What follows belongs to an exercise in optimizing a design on an open flow for small area and a short achievable clock period; a production flow would make more cautious choices. The RTL was checked by simulation tests, not by an equivalence proof against the original design. Power is estimated from default activity; no workload was simulated.

==> flow/design.v <==
`default_nettype none
package spi_wrapper_pkg;
  typedef logic [2:0] spi_state_t;
  typedef logic [1:0] spi_cmd_t;
  localparam logic [2:0] IDLE      = 3'b000;
  localparam logic [2:0] CHK_CMD   = 3'b001;
  localparam logic [2:0] WRITE     = 3'b010;
  localparam logic [2:0] READ_ADD  = 3'b011;
  localparam logic [2:0] READ_DATA = 3'b100;
  localparam logic [1:0] c_CMD_WR_ADDR = 2'b00;
  localparam logic [1:0] c_CMD_WR_DATA = 2'b01;
  localparam logic [1:0] c_CMD_RD_ADDR = 2'b10;
  localparam logic [1:0] c_CMD_RD_DATA = 2'b11;
  localparam int c_FRAME_BITS = 10;
endpackage
`default_nettype wire
`default_nettype none
module spi_slave
(
  input  logic       clk,
  input  logic       rst_n,
  input  logic       MOSI,
  input  logic       SS_n,
  input  logic [7:0] tx_data_i,
  input  logic       tx_valid_i,
  output logic [9:0] rx_data_o,
  output logic       rx_valid_o,
  output logic       MISO
);
  spi_wrapper_pkg::spi_state_t cs;
  spi_wrapper_pkg::spi_state_t cs_d;
  logic [3:0] bit_cnt_q;
  logic [8:0] shift_q;
  logic [9:0] rx_data_q;
  logic       rx_valid_q;
  logic       rd_addr_stored_q;
  logic [6:0] tx_shift_q;
  logic [2:0] tx_cnt_q;
  logic       miso_q;
  logic       w_data_state;
  logic       w_shifting;
  assign w_data_state = (cs == spi_wrapper_pkg::WRITE) || (cs == spi_wrapper_pkg::READ_ADD) || (cs == spi_wrapper_pkg::READ_DATA);
  assign w_shifting   = w_data_state && (bit_cnt_q < 4'(spi_wrapper_pkg::c_FRAME_BITS));
  always_comb begin
    cs_d = cs;
    if (SS_n) begin
      cs_d = spi_wrapper_pkg::IDLE;
    end else begin
      case (cs)
        spi_wrapper_pkg::IDLE:      cs_d = spi_wrapper_pkg::CHK_CMD;
        spi_wrapper_pkg::CHK_CMD:   cs_d = MOSI ? (rd_addr_stored_q ? spi_wrapper_pkg::READ_DATA : spi_wrapper_pkg::READ_ADD) : spi_wrapper_pkg::WRITE;
        spi_wrapper_pkg::WRITE,
        spi_wrapper_pkg::READ_ADD,
        spi_wrapper_pkg::READ_DATA: cs_d = cs;
        default:   cs_d = spi_wrapper_pkg::IDLE;
      endcase
    end
  end
  always_ff @(posedge clk or negedge rst_n) begin
    if (!rst_n) begin
      cs               <= spi_wrapper_pkg::IDLE;
      bit_cnt_q        <= '0;
      shift_q          <= '0;
      rx_data_q        <= '0;
      rx_valid_q       <= 1'b0;
      rd_addr_stored_q <= 1'b0;
      tx_shift_q       <= '0;
      tx_cnt_q         <= '0;
      miso_q           <= 1'b0;
    end else begin
      cs         <= cs_d;
      rx_valid_q <= 1'b0;
      if (SS_n) begin
        bit_cnt_q  <= '0;
        shift_q    <= '0;
        tx_shift_q <= '0;
        tx_cnt_q   <= '0;
        miso_q     <= 1'b0;
      end else begin
        if (w_shifting) begin
          if (bit_cnt_q == 4'(spi_wrapper_pkg::c_FRAME_BITS - 1)) begin
            rx_data_q  <= {shift_q, MOSI};
            rx_valid_q <= 1'b1;
            bit_cnt_q  <= 4'(spi_wrapper_pkg::c_FRAME_BITS);
            if (cs == spi_wrapper_pkg::READ_ADD)  rd_addr_stored_q <= 1'b1;
            if (cs == spi_wrapper_pkg::READ_DATA) rd_addr_stored_q <= 1'b0;
          end else begin
            shift_q   <= {shift_q[7:0], MOSI};
            bit_cnt_q <= bit_cnt_q + 4'd1;
          end
        end
        if (tx_valid_i) begin
          miso_q     <= tx_data_i[7];
          tx_shift_q <= tx_data_i[6:0];
          tx_cnt_q   <= 3'd7;
        end else if (tx_cnt_q != 3'd0) begin
          miso_q     <= tx_shift_q[6];
          tx_shift_q <= {tx_shift_q[5:0], 1'b0};
          tx_cnt_q   <= tx_cnt_q - 3'd1;
        end else begin
          miso_q <= 1'b0;
        end
      end
    end
  end
  assign rx_data_o  = rx_data_q;
  assign rx_valid_o = rx_valid_q;
  assign MISO       = miso_q;
endmodule
`default_nettype wire
`default_nettype none
module spi_ram
#(
  parameter int MEM_DEPTH = 256,
  parameter int ADDR_SIZE = 8
) (
  input  logic       clk,
  input  logic       rst_n,
  input  logic [9:0] rx_data_i,
  input  logic       rx_valid_i,
  output logic [7:0] tx_data_o,
  output logic       tx_valid_o
);
  logic [7:0]           RAM [MEM_DEPTH];
  logic [ADDR_SIZE-1:0] wr_addr;
  logic [ADDR_SIZE-1:0] rd_addr;
  logic [7:0]           tx_data_q;
  logic                 tx_valid_q;
  logic [ADDR_SIZE-1:0] w_addr;
  logic [1:0]           w_cmd;
  logic                 w_mem_wr;
  assign w_addr   = ADDR_SIZE'(rx_data_i[7:0]);
  assign w_cmd    = rx_data_i[9:8];
  assign w_mem_wr = rx_valid_i && (w_cmd == spi_wrapper_pkg::c_CMD_WR_DATA);
  always_ff @(posedge clk or negedge rst_n) begin
    if (!rst_n) begin
      wr_addr    <= '0;
      rd_addr    <= '0;
      tx_data_q  <= '0;
      tx_valid_q <= 1'b0;
    end else begin
      tx_valid_q <= 1'b0;
      if (rx_valid_i) begin
        case (w_cmd)
          spi_wrapper_pkg::c_CMD_WR_ADDR: wr_addr <= w_addr;
          spi_wrapper_pkg::c_CMD_RD_ADDR: rd_addr <= w_addr;
          spi_wrapper_pkg::c_CMD_RD_DATA: begin
            tx_data_q  <= RAM[rd_addr];
            tx_valid_q <= 1'b1;
          end
          default: ;
        endcase
      end
    end
  end
  always_ff @(posedge clk) begin
    if (w_mem_wr) RAM[wr_addr] <= rx_data_i[7:0];
  end
  assign tx_data_o  = tx_data_q;
  assign tx_valid_o = tx_valid_q;
endmodule
`default_nettype wire
`default_nettype none
module spi_wrapper
#(
  parameter int MEM_DEPTH = 256,
  parameter int ADDR_SIZE = 8
) (
  input  logic clk,
  input  logic rst_n,
  input  logic MOSI,
  output logic MISO,
  input  logic SS_n
);
  logic [9:0] rx_data_bus;
  logic       rx_valid;
  logic [7:0] tx_data_bus;
  logic       tx_valid;
  spi_slave SPI_INSATNCE (
    .clk        (clk),
    .rst_n      (rst_n),
    .MOSI       (MOSI),
    .SS_n       (SS_n),
    .tx_data_i  (tx_data_bus),
    .tx_valid_i (tx_valid),
    .rx_data_o  (rx_data_bus),
    .rx_valid_o (rx_valid),
    .MISO       (MISO)
  );
  spi_ram #(
    .MEM_DEPTH (MEM_DEPTH),
    .ADDR_SIZE (ADDR_SIZE)
  ) RAM_INSTANCE (
    .clk        (clk),
    .rst_n      (rst_n),
    .rx_data_i  (rx_data_bus),
    .rx_valid_i (rx_valid),
    .tx_data_o  (tx_data_bus),
    .tx_valid_o (tx_valid)
  );
endmodule
`default_nettype wire
==> flow/run.sh <==
#!/bin/bash
# synth_recipe.tcl (not shown) runs the flow's synth.tcl, then flattens the netlist and writes it again
# the make line also repeats each setting of config.mk as NAME=value (left out here)
make -C /OpenROAD-flow-scripts/flow DESIGN_CONFIG=/design/flow/config.mk WORK_HOME=/design/flow/orfs CLKGATE_MAP_FILE= SYNTH_SCRIPT=/design/flow/synth_recipe.tcl finish
==> flow/config.mk <==
export PLATFORM = sky130hd
export DESIGN_NAME = spi_wrapper
export DESIGN_NICKNAME = spi_wrapper
export VERILOG_FILES = /design/flow/design.v
export SDC_FILE = /design/flow/constraint.sdc
export NUM_CORES = 4
export LEC_CHECK = 0
export CAP_MARGIN = 20
export CORE_MARGIN = 2
export CORE_UTILIZATION = 40
export SLEW_MARGIN = 20
==> flow/constraint.sdc <==
create_clock -name core_clock -period 5.5 [get_ports {clk}]
set_input_delay 1.1000 -clock core_clock [delete_from_list [all_inputs] [get_ports {clk}]]
set_output_delay 1.1000 -clock core_clock [all_outputs]
set_load 0.01 [all_outputs]
==> notes.md <==
==> synthesized netlist by cell type, types with 13 or more instances <==
master	number
a211oi_1	13
a21oi_1	48
a22oi_1	61
a31oi_1	20
buf_2	52
buf_4	27
buf_6	35
clkbuf_1	95
dfrtp_1	64
edfxtp_1	2048
inv_1	13
mux2_2	21
mux2i_1	205
mux4_2	443
nand2_1	130
nand3_1	54
nor2_1	336
nor2b_1	16
nor3_1	19
nor4_1	14
o21ai_0	38
o221ai_1	36
o22ai_1	66
==> cell type report <==
cell class / instances / share of cell area (%)
antenna: 1 / 0.00271
clock buffer: 280 / 6.19
clock inverter: 116 / 0.990
inverter: 14 / 0.0597
multi-input combinational: 1680 / 19.3
sequential: 2112 / 68.4
tap: 2688 / 3.65
timing repair buffer: 124 / 1.32
==> layer usage <==
layer | vias up | wire length (um) | global-route usage [%]
li1 | 16946 | - | -
met1 | 22402 | 89000 | 29.3
met2 | 1994 | 103000 | 32.4
met3 | 345 | 19600 | 4.11
met4 | 6 | 7770 | 7.21
met5 | - | 34 | 0
==> logic make-up after synthesis <==
group,share of synthesized area (%)
multiplexers,15.1
XOR/XNOR,0.0106
AND/OR/NAND/NOR,3.32
buffers and inverters,2.05
adder cells (fa/ha/maj),0.0606
flip-flops,76.4
AO/OA/AOI/OAI,3.08
==> final timing paths <==
path	end	slack (ns)	cells past startpoint
worst max-delay path	RAM_INSTANCE.tx_data_q[6]	1.33	8
worst min-delay path	SPI_INSATNCE.bit_cnt_q[0]	0.48	2
worst max register to register	RAM_INSTANCE.tx_data_q[6]	1.33	8
worst min register to register	SPI_INSATNCE.rx_data_q[9]	0.50	2
max in group asynchronous	RAM_INSTANCE.rd_addr[1]	4.31	2
min in group core_clock	SPI_INSATNCE.rx_data_q[9]	0.50	2
==> sequential cells by signal (all words and copies together) (netlist names) <==
register	flops
SPI_INSATNCE.bit_cnt_q	4
RAM_INSTANCE.rd_addr	8
SPI_INSATNCE.rx_valid_q	1
SPI_INSATNCE.cs	3
RAM_INSTANCE.tx_data_q	8
RAM_INSTANCE.RAM	2048
SPI_INSATNCE.rd_addr_stored_q	1
SPI_INSATNCE.tx_shift_q	7
RAM_INSTANCE.wr_addr	8
RAM_INSTANCE.tx_valid_q	1
SPI_INSATNCE.tx_cnt_q	3
SPI_INSATNCE.rx_data_q	10
SPI_INSATNCE.shift_q	9
SPI_INSATNCE.miso_q	1
==> per-stage QoR <==
step,total power [uW],setup WS (ns),instance area [um^2],cells
global placement,17900,1.25,85600,6613
detailed placement,17900,1.46,85600,6617
global route,32300,1.31,92300,7014
floorplan,17900,1.49,82600,4051
finish,31500,1.33,92300,7015
CTS,31600,1.45,92200,7013
==> power groups by stage <==
stage | sequential, uW | clock [uW] | combinational (uW)
after CTS | 17400 | 14000 | 164
after global routing | 17400 | 14700 | 185
after detailed placement | 17800 | 0 | 163
final | 17400 | 13900 | 163
after global placement | 17800 | 0 | 155
after floorplan | 17800 | 0 | 102
==> worst max-delay path, delay by kind of cell (launching register included) <==
kind / cells / cell delay (ns)
AND/OR/NAND/NOR: 2 / 1.50
AO/OA/AOI/OAI: 5 / 1.29
flip-flops: 1 / 0.86
buffers and inverters: 1 / 0.41
==> results.py <==
metrics = {
    "synth": {
        "ys_ff_latch": 2112,
        "ys_types": 72,
        "postSynthAreaPerCell_um2": 20.4,
        "syn-num-nets": 4059,
        "netlist_instances": 4051,
        "yosysTopAreaCell": "edfxtp_1",
        "ys.flop_type": "edfxtp_1",
        "ys_seq_area_share_pct": 76.4,
        "yosysWarnings": 2,
        "syn_area_mm2": 0.0826,
        "synth_edf_count": 2048,
        "synth_area_leaders": "edfxtp_1, mux4_2, mux2i_1",
        "synth_top_area_share_pct": 74.5,
        "synthArstFlopShare_pct": 3.03,
    },
    "worst_setup_path": {
        "slowest_stage": "nor4_1",
        "crit_path_start_kind": "flop",
        "end_kind": "flop",
        "required_ns": 6.29,
        "crit_chain": "nand2_2, buf_4, o221ai_1, a21o_1, o21ai_0, a22o_1, nor4_1, a221o_1",
        "slowest_delay_ns": 0.94,
        "critPathLaunch": "RAM_INSTANCE.rd_addr[1]",
        "crit_type": "reg -> reg",
        "critPathArrivalTime_ns": 4.96,
        "worstPathMaxFanout": 36,
        "reg2reg_from": "RAM_INSTANCE.rd_addr[1]",
    },
    "sta": {
        "timing.final.crit_share_pct": 75.8,
        "rsz0062_at_grt": "no",
        "finalHoldViolCount": 0,
        "period_needed_ns": 4.17,
        "fmax_ghz": 0.240,
        "setup-tns-final_ns": 0,
        "slew_viol_final": 0,
        "slew_headroom_pct": 23.2,
        "holdWs_ns": 0.481,
        "worstMarginPinSlew_ns": 1.14,
        "setup_viol": 0,
        "fin_skew_ns": 0.0377,
    },
    "run_status": {
        "status": "complete, no violations",
    },
    "floorplanning": {
        "io_pins": 5,
        "die_h_um": 458,
        "die_x_um": 458,
        "fp-row-count": 166,
        "fp.dieArea_mm2": 0.210,
        "start_util_pct": 40.3,
        "core_area_mm2": 0.205,
    },
    "clocking": {
        "ctsResizeCount": 0,
        "numCtsBuffers": 212,
        "clock_sink_count": 2112,
        "cts_setup_buffers": 0,
        "h-tree-depth": 4,
        "worstSkewPairLatency_ns": 0.87,
        "root_buffer": "clkbuf_16",
        "cts.hold.buffers_added": 0,
        "clockBufferDepth": 3,
        "cts_tree": "done",
        "clkTransAtPathRegs_ns": 0.06,
    },
    "route": {
        "drt-wirelength-per-cell_um": 31.3,
        "firstDrtPassIters": 6,
        "viasPerCell": 5.94,
        "route.detailed.drc": 0,
        "drt_iter0_markers": 4929,
        "final_antenna_net_count": 0,
        "wirelength_um": 220000,
        "vias": 41693,
    },
    "finish": {
        "final_cell_mix": "edfxtp_1, mux4_2, nor2_1",
        "layout_commonest_cell": "edfxtp_1",
        "multi_input_area_mm2": 0.0179,
        "regArea_mm2": 0.0631,
        "fin_util_pct": 45.0,
        "syn_to_final_growth_pct": 11.7,
        "layout-drive-gt1-share_pct": 21.3,
        "num-nets-final": 4152,
        "n_fill_cell": 17106,
    },
    "worst_hold_path": {
        "worstHoldPathType": "in -> async",
    },
    "power_and_ir_drop": {
        "switching_share_pct": 20.0,
        "p_leak_uw": 0.0264,
        "combPwrFrac_pct": 0.5,
        "ir_worst_vdd_v": 0.000270,
        "clkPwrFrac_pct": 44.1,
        "pwr-share-seq_pct": 55.4,
        "p_int_uw": 25200,
        "p_sw_uw": 6290,
        "pwr_density_cell_mw_per_mm2": 341,
    },
    "placement": {
        "dp_hpwl_um": 136000,
        "portBuffers": 4,
        "gp_congestion": 0.861,
    },
    "grt": {
        "grt_max_degree": 227,
        "grt_use_total_pct": 20.8,
        "first_global_vias": 40957,
        "grt_pass1_wl_um": 312000,
        "antenna_found_initial": 7,
        "grt_remaining_overflow": 0,
    },
    "flow_run": {
        "maxCapViolCount": 0,
    },
}

[afterwards: timing with drivers on the ports]
No port has a modelled driver above. Below, the same layout with a new extraction and two added sets of constraints.
Step 1, drivers: a clkbuf_16 drives clk and a buf_2 each remaining input, both assumed.
Step 2, shift: input delay + t, output delay - t, t = (earliest + latest rising clock arrival at the registers) / 2. This alone moves slack from input paths to output paths.
Slacks: no drivers / after step 1 / after step 2; pairs: no drivers / after step 1.
shift t [ns]: 0.936
setup slack, ns: 1.330 / 1.330 / 1.330
worst setup path at the end: register to register
latest minus earliest clock arrival (ns): 0.048 / 0.047
slew at the worst register clock pin (ns): 0.07 / 0.07
After both steps setup and hold are still met in this run. For this run, drivers alone change the setup slack by 0.000 ns; drivers and shift together by 0.000 ns.
